Source: an optimization exercise on an open RTL-to-GDS flow (aim: small area). Production flows keep margins and buffers that such runs may drop.
In this exercise RTL edits were held to simulation tests only and were not proved equivalent to the original.
Power is estimated from default activity; no workload was simulated.

==> run R <==
==> flow/design.v (excerpt) <==
module datapath_unit (
  input  logic       i_clk,
  input  logic       i_rst,
  input  logic       i_load_ar,
  input  logic       i_load_pc,
  input  logic       i_load_dr,
  input  logic       i_load_ac,
  input  logic       i_load_ir,
  input  logic       i_load_tr,
  input  logic       i_clear_ar,
  input  logic       i_clear_pc,
  input  logic       i_clear_dr,
  input  logic       i_clear_ac,
  input  logic       i_clear_tr,
  input  logic       i_inc_ar,
  input  logic       i_inc_pc,
  input  logic       i_inc_dr,
  input  logic       i_inc_ac,
  input  logic       i_inc_tr,
  input  logic       i_seq_counter_reset,
  input  logic       i_memory_read,
  input  logic       i_memory_write,
  input  logic [2:0] i_bus_selectors,
  input  logic       i_alu_enable,
  input  logic [2:0] i_alu_mode,
  input  logic       i_prog_we,
  input  logic [7:0] i_prog_addr,
  input  logic [7:0] i_prog_data,
  output logic [7:0] o_t,
  output logic [7:0] o_ir,
  output logic [7:0] o_ac,
  output logic [7:0] o_pc,
  output logic [7:0] o_ar,
  output logic [7:0] o_dr,
  output logic       o_e,
  output logic [7:0] o_bus
);
  logic [7:0]    r_ar;
  logic [7:0]    r_pc;
  logic [7:0]    r_dr;
  logic [7:0]    r_ac;
  logic [7:0]    r_ir;
  logic [7:0]    r_tr;
  logic          r_e;
  logic [7:0]    r_t;
  logic          r_ph;
  logic [2047:0] r_mem;    
  logic [15:0] w_rlo_n, w_rhi_n;
  logic [7:0]  w_mem_rdata;
  dpu_dec4_n u_rlo (.i_a(r_ar[3:0]), .i_en(1'b1), .o_y_n(w_rlo_n));
  dpu_dec4_n u_rhi (.i_a(r_ar[7:4]), .i_en(1'b1), .o_y_n(w_rhi_n));
  for (genvar b = 0; b < 8; b++) begin : g_rbit
    logic [15:0] w_zero;    
    for (genvar i = 0; i < 16; i++) begin : g_grp
      logic [7:0] w_u;
      for (genvar k = 0; k < 8; k++) begin : g_pair
        dpu_o22ai u_l1 (
          .i_a1(w_rlo_n[2*k]),   .i_a2(r_mem[8*(16*i+2*k)+b]),
          .i_b1(w_rlo_n[2*k+1]), .i_b2(r_mem[8*(16*i+2*k+1)+b]),
          .o_y (w_u[k])
        );
  ...
==> flow/config.mk <==
export PLATFORM = sky130hd
export DESIGN_NAME = datapath_unit
export DESIGN_NICKNAME = datapath_unit
export VERILOG_FILES = /design/flow/design.v
export SDC_FILE = /design/flow/constraint.sdc
export NUM_CORES = 4
export LEC_CHECK = 0
export ABC_CLOCK_PERIOD_IN_PS = 8000
export CAP_MARGIN = 20
export CORE_MARGIN = 2
export CORE_UTILIZATION = 50
export SETUP_SLACK_MARGIN = 0.2
export SLEW_MARGIN = 20
export SYNTH_HIERARCHICAL = 1
==> flow/constraint.sdc <==
create_clock -name core_clock -period 8.0 [get_ports {i_clk}]
set_input_delay 1.6000 -clock core_clock [delete_from_list [all_inputs] [get_ports {i_clk}]]
set_output_delay 1.6000 -clock core_clock [all_outputs]
set_load 0.01 [all_outputs]
standard.sh (not shown) runs the stock make flow with config.mk's settings and CLKGATE_MAP_FILE= SYNTH_SCRIPT=/design/flow/synth_recipe.tcl, a recipe that flattens the netlist after the stock synthesis.
==> flow/flow/run.sh <==
#!/bin/bash
# The standard layout (standard.sh) with three changes:
#  - clock tree synthesis without dummy loads, clkbuf_16 only, larger sink clusters
#  - every port still gets a buffer, but a plain buf_2
#  - ABC's buffers are removed at floorplan; the resizer re-buffers what needs it
# All of ORFS's output goes to standard.log here and to ORFS's own logs under orfs/logs.
set -euo pipefail
bash standard.sh \
  "CTS_ARGS=-sink_clustering_enable -repair_clock_nets -dont_use_dummy_load -buf_list sky130_fd_sc_hd__clkbuf_16 -root_buf sky130_fd_sc_hd__clkbuf_16 -tree_buf sky130_fd_sc_hd__clkbuf_16 -sink_clustering_size 26 -sink_clustering_max_diameter 130" \
  "BUFFER_PORTS_ARGS=-buffer_cell sky130_fd_sc_hd__buf_2" \
  REMOVE_ABC_BUFFERS=1 \
  finish > standard.log 2>&1
==> run D (differences from run R) <==
--- a/flow/design.v
+++ b/flow/design.v
@@ -135,37 +135,40 @@
       r_t <= i_seq_counter_reset ? 8'h01 : {r_t[6:0], r_t[7]};
     end
   end
   logic [7:0]   w_waddr;
   logic [7:0]   w_wdata;
   logic         w_we;
-  logic [15:0]  w_whi, w_wlo;
+  logic [15:0]  w_whi;
   logic [255:0] w_wsel;
-  logic [7:0]   w_wz;
   assign w_waddr = i_rst ? i_prog_addr : r_ar;
   assign w_wdata = i_rst ? i_prog_data : w_bus;
   assign w_we    = i_rst ? i_prog_we   : i_memory_write;
   logic [15:0] w_whi_n, w_wlo_n;
   dpu_dec4_n u_wlo (.i_a(w_waddr[3:0]), .i_en(1'b1), .o_y_n(w_wlo_n));
   dpu_dec4_n u_whi (.i_a(w_waddr[7:4]), .i_en(w_we), .o_y_n(w_whi_n));
   assign w_whi = ~w_whi_n;
-  assign w_wlo = ~w_wlo_n;
-  logic [255:0] w_wsel_n;
   for (genvar w = 0; w < 256; w++) begin : g_wsel
-    dpu_nor2  u_sel  (.i_a(w_whi_n[w / 16]), .i_b(w_wlo_n[w % 16]), .o_y(w_wsel[w]));
-    dpu_nand2 u_nsel (.i_a(w_whi[w / 16]),   .i_b(w_wlo[w % 16]),   .o_y(w_wsel_n[w]));
-  end
-  assign w_wz = w_wdata ^ {8{r_ph}};
+    dpu_nor2 u_sel (.i_a(w_whi_n[w / 16]), .i_b(w_wlo_n[w % 16]), .o_y(w_wsel[w]));
+  end
+  logic [7:0] w_wz_n;
+  assign w_wz_n = ~(w_wdata ^ {8{r_ph}});
   logic [2047:0] w_mem_nxt;
-  for (genvar w = 0; w < 256; w++) begin : g_word
-    for (genvar b = 0; b < 8; b++) begin : g_bit
-      dpu_o22ai u_nxt (
-        .i_a1(r_mem[8*w+b]), .i_a2(w_wsel[w]),
-        .i_b1(w_wsel_n[w]),  .i_b2(w_wz[b]),
-        .o_y (w_mem_nxt[8*w+b])
-      );
+  for (genvar i = 0; i < 16; i++) begin : g_row
+    logic [7:0] w_rz;
+    for (genvar b = 0; b < 8; b++) begin : g_rz
+      dpu_nand2 u_rz (.i_a(w_whi[i]), .i_b(w_wz_n[b]), .o_y(w_rz[b]));
+    end
+    for (genvar j = 0; j < 16; j++) begin : g_word
+      for (genvar b = 0; b < 8; b++) begin : g_bit
+        dpu_o22ai u_nxt (
+          .i_a1(r_mem[8*(16*i+j)+b]), .i_a2(w_wsel[16*i+j]),
+          .i_b1(w_wlo_n[j]),          .i_b2(w_rz[b]),
+          .o_y (w_mem_nxt[8*(16*i+j)+b])
+        );
+      end
     end
   end
   always_ff @(posedge i_clk) begin
     if (r_ph) r_ph <= 1'b0;
     else      r_ph <= 1'b1;
     for (int w = 0; w < 256; w++)
- CAP_MARGIN: 20 -> 10
- CORE_UTILIZATION: 50 -> 70
- SLEW_MARGIN: 20 -> 10
==> run G (differences from run R) <==
--- a/flow/design.v
+++ b/flow/design.v
@@ -96,34 +96,35 @@
       3'b100:  w_alu_ac = r_ac ^ r_dr;
       3'b110:  w_alu_ac = ~r_ac;
       3'b111:  w_alu_ac = r_dr;
       default: w_alu_ac = r_ac;
     endcase
   end
-  logic [7:0] w_ar_nxt, w_pc_nxt, w_dr_nxt, w_tr_nxt;
-  dpu_reg8 u_ar (.i_q(r_ar), .i_bus(w_bus), .i_kill(i_rst | i_clear_ar), .i_load(i_load_ar),
-                 .i_inc(i_inc_ar), .o_d(w_ar_nxt));
-  dpu_reg8 u_pc (.i_q(r_pc), .i_bus(w_bus), .i_kill(i_rst | i_clear_pc), .i_load(i_load_pc),
-                 .i_inc(i_inc_pc), .o_d(w_pc_nxt));
-  dpu_reg8 u_dr (.i_q(r_dr), .i_bus(w_bus), .i_kill(i_rst | i_clear_dr), .i_load(i_load_dr),
-                 .i_inc(i_inc_dr), .o_d(w_dr_nxt));
-  dpu_reg8 u_tr (.i_q(r_tr), .i_bus(w_bus), .i_kill(i_rst | i_clear_tr), .i_load(i_load_tr),
-                 .i_inc(i_inc_tr), .o_d(w_tr_nxt));
-  always_ff @(posedge i_clk) begin
-    r_ar <= w_ar_nxt;
-    r_pc <= w_pc_nxt;
-    r_dr <= w_dr_nxt;
-    r_tr <= w_tr_nxt;
-  end
   always_ff @(posedge i_clk) begin
     if (i_rst) begin
+      r_ar <= 8'h00;
+      r_pc <= 8'h00;
+      r_dr <= 8'h00;
       r_ac <= 8'h00;
       r_ir <= 8'h00;
+      r_tr <= 8'h00;
       r_e  <= 1'b0;
       r_t  <= 8'h01;
     end else begin
+      if (i_clear_ar)     r_ar <= 8'h00;
+      else if (i_load_ar) r_ar <= w_bus;
+      else if (i_inc_ar)  r_ar <= r_ar + 8'd1;
+      if (i_clear_pc)     r_pc <= 8'h00;
+      else if (i_load_pc) r_pc <= w_bus;
+      else if (i_inc_pc)  r_pc <= r_pc + 8'd1;
+      if (i_clear_dr)     r_dr <= 8'h00;
+      else if (i_load_dr) r_dr <= w_bus;
+      else if (i_inc_dr)  r_dr <= r_dr + 8'd1;
+      if (i_clear_tr)     r_tr <= 8'h00;
+      else if (i_load_tr) r_tr <= w_bus;
+      else if (i_inc_tr)  r_tr <= r_tr + 8'd1;
       if (i_load_ir) r_ir <= w_bus;
       if (i_clear_ac) begin
         r_ac <= 8'h00;
       end else if (i_load_ac) begin
         r_ac <= w_bus;
       end else if (i_alu_enable) begin
@@ -212,30 +213,12 @@
   output logic [15:0] o_y_n
 );
   always_comb begin
     for (int k = 0; k < 16; k++) o_y_n[k] = ~(i_en && (i_a == 4'(k)));
   end
 endmodule
-module dpu_reg8 (
-  input  logic [7:0] i_q,
-  input  logic [7:0] i_bus,
-  input  logic       i_kill,
-  input  logic       i_load,
-  input  logic       i_inc,
-  output logic [7:0] o_d
-);
-  logic [7:0] w_carry;
-  logic       w_take_bus, w_take_inc;
-  assign w_take_bus = i_load & ~i_kill;
-  assign w_take_inc = ~i_load & ~i_kill;
-  assign w_carry[0] = i_inc;
-  for (genvar k = 1; k < 8; k++) begin : g_carry
-    assign w_carry[k] = w_carry[k-1] & i_q[k-1];
-  end
-  assign o_d = ({8{w_take_bus}} & i_bus) | ({8{w_take_inc}} & (i_q ^ w_carry));
-endmodule
 module dpu_nor2 (
   input  logic i_a,
   input  logic i_b,
   output logic o_y
 );
   assign o_y = ~(i_a | i_b);
==> flow/flow/run.sh (replaced) <==
#!/bin/bash
set -euo pipefail
bash standard.sh \
  "CTS_ARGS=-sink_clustering_enable -repair_clock_nets -dont_use_dummy_load -buf_list sky130_fd_sc_hd__clkbuf_4" \
  "BUFFER_PORTS_ARGS=-buffer_cell sky130_fd_sc_hd__buf_2" \
  REMOVE_ABC_BUFFERS=1 \
  finish > standard.log 2>&1
==> run H (differences from run R) <==
--- a/flow/design.v
+++ b/flow/design.v
@@ -96,34 +96,35 @@
       3'b100:  w_alu_ac = r_ac ^ r_dr;
       3'b110:  w_alu_ac = ~r_ac;
       3'b111:  w_alu_ac = r_dr;
       default: w_alu_ac = r_ac;
     endcase
   end
-  logic [7:0] w_ar_nxt, w_pc_nxt, w_dr_nxt, w_tr_nxt;
-  dpu_reg8 u_ar (.i_q(r_ar), .i_bus(w_bus), .i_kill(i_rst | i_clear_ar), .i_load(i_load_ar),
-                 .i_inc(i_inc_ar), .o_d(w_ar_nxt));
-  dpu_reg8 u_pc (.i_q(r_pc), .i_bus(w_bus), .i_kill(i_rst | i_clear_pc), .i_load(i_load_pc),
-                 .i_inc(i_inc_pc), .o_d(w_pc_nxt));
-  dpu_reg8 u_dr (.i_q(r_dr), .i_bus(w_bus), .i_kill(i_rst | i_clear_dr), .i_load(i_load_dr),
-                 .i_inc(i_inc_dr), .o_d(w_dr_nxt));
-  dpu_reg8 u_tr (.i_q(r_tr), .i_bus(w_bus), .i_kill(i_rst | i_clear_tr), .i_load(i_load_tr),
-                 .i_inc(i_inc_tr), .o_d(w_tr_nxt));
-  always_ff @(posedge i_clk) begin
-    r_ar <= w_ar_nxt;
-    r_pc <= w_pc_nxt;
-    r_dr <= w_dr_nxt;
-    r_tr <= w_tr_nxt;
-  end
   always_ff @(posedge i_clk) begin
     if (i_rst) begin
+      r_ar <= 8'h00;
+      r_pc <= 8'h00;
+      r_dr <= 8'h00;
       r_ac <= 8'h00;
       r_ir <= 8'h00;
+      r_tr <= 8'h00;
       r_e  <= 1'b0;
       r_t  <= 8'h01;
     end else begin
+      if (i_clear_ar)     r_ar <= 8'h00;
+      else if (i_load_ar) r_ar <= w_bus;
+      else if (i_inc_ar)  r_ar <= r_ar + 8'd1;
+      if (i_clear_pc)     r_pc <= 8'h00;
+      else if (i_load_pc) r_pc <= w_bus;
+      else if (i_inc_pc)  r_pc <= r_pc + 8'd1;
+      if (i_clear_dr)     r_dr <= 8'h00;
+      else if (i_load_dr) r_dr <= w_bus;
+      else if (i_inc_dr)  r_dr <= r_dr + 8'd1;
+      if (i_clear_tr)     r_tr <= 8'h00;
+      else if (i_load_tr) r_tr <= w_bus;
+      else if (i_inc_tr)  r_tr <= r_tr + 8'd1;
       if (i_load_ir) r_ir <= w_bus;
       if (i_clear_ac) begin
         r_ac <= 8'h00;
       end else if (i_load_ac) begin
         r_ac <= w_bus;
       end else if (i_alu_enable) begin
@@ -212,30 +213,12 @@
   output logic [15:0] o_y_n
 );
   always_comb begin
     for (int k = 0; k < 16; k++) o_y_n[k] = ~(i_en && (i_a == 4'(k)));
   end
 endmodule
-module dpu_reg8 (
-  input  logic [7:0] i_q,
-  input  logic [7:0] i_bus,
-  input  logic       i_kill,
-  input  logic       i_load,
-  input  logic       i_inc,
-  output logic [7:0] o_d
-);
-  logic [7:0] w_carry;
-  logic       w_take_bus, w_take_inc;
-  assign w_take_bus = i_load & ~i_kill;
-  assign w_take_inc = ~i_load & ~i_kill;
-  assign w_carry[0] = i_inc;
-  for (genvar k = 1; k < 8; k++) begin : g_carry
-    assign w_carry[k] = w_carry[k-1] & i_q[k-1];
-  end
-  assign o_d = ({8{w_take_bus}} & i_bus) | ({8{w_take_inc}} & (i_q ^ w_carry));
-endmodule
 module dpu_nor2 (
   input  logic i_a,
   input  logic i_b,
   output logic o_y
 );
   assign o_y = ~(i_a | i_b);
==> flow/run.sh (new file) <==
#!/bin/bash
# synth_recipe.tcl (not shown) runs the flow's synth.tcl, then flattens the netlist and writes it again
# the make line also repeats each setting of config.mk as NAME=value (left out here)
make -C /OpenROAD-flow-scripts/flow DESIGN_CONFIG=/design/flow/config.mk WORK_HOME=/design/flow/orfs CLKGATE_MAP_FILE= SYNTH_SCRIPT=/design/flow/synth_recipe.tcl finish
- CTS_BUF_LIST: default -> sky130_fd_sc_hd__clkbuf_8
removed: flow/flow/run.sh
removed: flow/standard.sh
==> results list <==
* Outcome: finished clean
- Core Area: slightly below 100,000 um2
- The library cells used most frequently in the layout, excluding fill and tap cells, are 3,072 x o22ai_1, 2,104 x dfxtp_1, 314 x nor2_1.
- The critical path runs through a total of 13 cells.
* Largest incremental delay on the critical path: 0.81 ns
- For met1 alone, demand over resource in global routing was 0.595.
- Of the post-synthesis cell area, the dominant cell type holds 0.607.
- Avg Vias per Cell: 8.02
- After the flow finishes, the layout carries non-filler instances totaling 8,192.
* Final design area excluding fillers: 75,900 um2
* Seq group: 11.2 mW
* Count of buffers not belonging to the clock network in the layout: between 200 and 300
- Worst-Skew Late Latency: ~0.74 ns
- A synthesized cell averages 10.6 um2.
- Post-CTS Setup Inserts: 0
That was run D.
==> results list <==
- Non-clock buffers in the final layout number 317.
- By startpoint and endpoint, the worst setup path is classified as flop to output port.
* Met1 Resource Use GR: 0.504
- Worst-Skew Late Latency: 1.34 ns
* Post-CTS Setup Inserts: 16
* Seq group: approximately 11 mW
- The largest single stage delay on the critical path is 0.49 ns.
- Mean instance size in the synthesized netlist: roughly 10 um2
- Reg2reg path depth: 18
- Outcome: finished clean
- Internal power: 14.8 mW
- Proportion of netlist area held by the largest area contributor: 0.601
* Post-layout instance count excluding filler cells: 9,526
* Avg Vias per Cell: 7.22
- Entering global routing, the biggest net connects a little under 100 pins.
- Final design area excluding fillers: 79,900 um2
- The floorplan step defined a core boundary enclosing 139,000 um2.
- Wire segments on met3 add up to 33,300 um in the final route.
* Critical path depth in cells: 15
That was run G.
==> results list <==
* Final design area excluding fillers: approximately 83,000 um2
* Worst-Skew Late Latency: around 1.1 ns
- Excluding fillers, the count of instances in the completed layout stands at around 9,500.
- Seq group: 11.3 mW
- Most frequent cells in the layout: 3,073 x o22ai_1, 2,102 x dfxtp_1, 440 x clkbuf_8
- In this run the mean area of a mapped cell was 10.4 um2.
- Core Area: roughly 140,000 um2
* Met1 Resource Use GR: 0.521
- Of the post-synthesis cell area, the dominant cell type holds 0.601.
- Count of buffers not belonging to the clock network in the layout: 300
- Outcome: finished clean
That was run H.
==> results list <==
- The clock reaches the later pin of the worst-skew pair after 0.77 ns.
- After clock tree synthesis, the setup repair step added 0 buffers.
- Avg Vias per Cell: 7.24
- Per report_power, the Sequential row totals 11.3 mW.
- Proportion of netlist area held by the largest area contributor: 0.602
- Core Area: approximately 140,000 um2
- Critical path depth in cells: 13
* Largest incremental delay on the critical path: 0.79 ns
- After the flow finishes, the layout carries non-filler instances totaling 8,934.
- Fraction of area in registers: 0.546
- Final design area excluding fillers: between 70,000 and 80,000 um2
* Most frequent cells in the layout: 3,075 x o22ai_1, 2,106 x dfxtp_1, 308 x nor2_1
- The run finished with no timing, DRC or antenna violations.
- GRT met3 Usage: 0.0769
- Met1 Resource Use GR: 0.501
That was run R.

## afterwards: timing with drivers on the ports
No port has a modelled driver above. Below, the same layouts with a new extraction and two added sets of constraints.
Step 1 assumes that a clkbuf_16 drives the clock port and a buf_2 every other input.
Step 2 adds t to the input delays and takes it off the output delays; t is the mean of the earliest and latest rising clock arrival at the registers after step 1. Input paths then give back, and output paths get back, about the clock's delay inside the block.
Three values: ideal ports, drivers, drivers and shift; two values: the first two.
| run | t (ns) | setup slack, ns | worst slew at a driven data input, ns |
|---|---|---|---|
| run R | 0.821 | 0.317 / 0.229 / 0.961 | 0.09 |
| run D | 0.787 | 0.299 / 0.225 / 0.370 | 0.05 |
| run G | 1.356 | 0.216 / 0.141 / 1.497 | 0.06 |
| run H | 1.095 | 0.146 / 0.068 / 1.162 | 0.06 |
After both steps setup and hold are still met in every run listed.
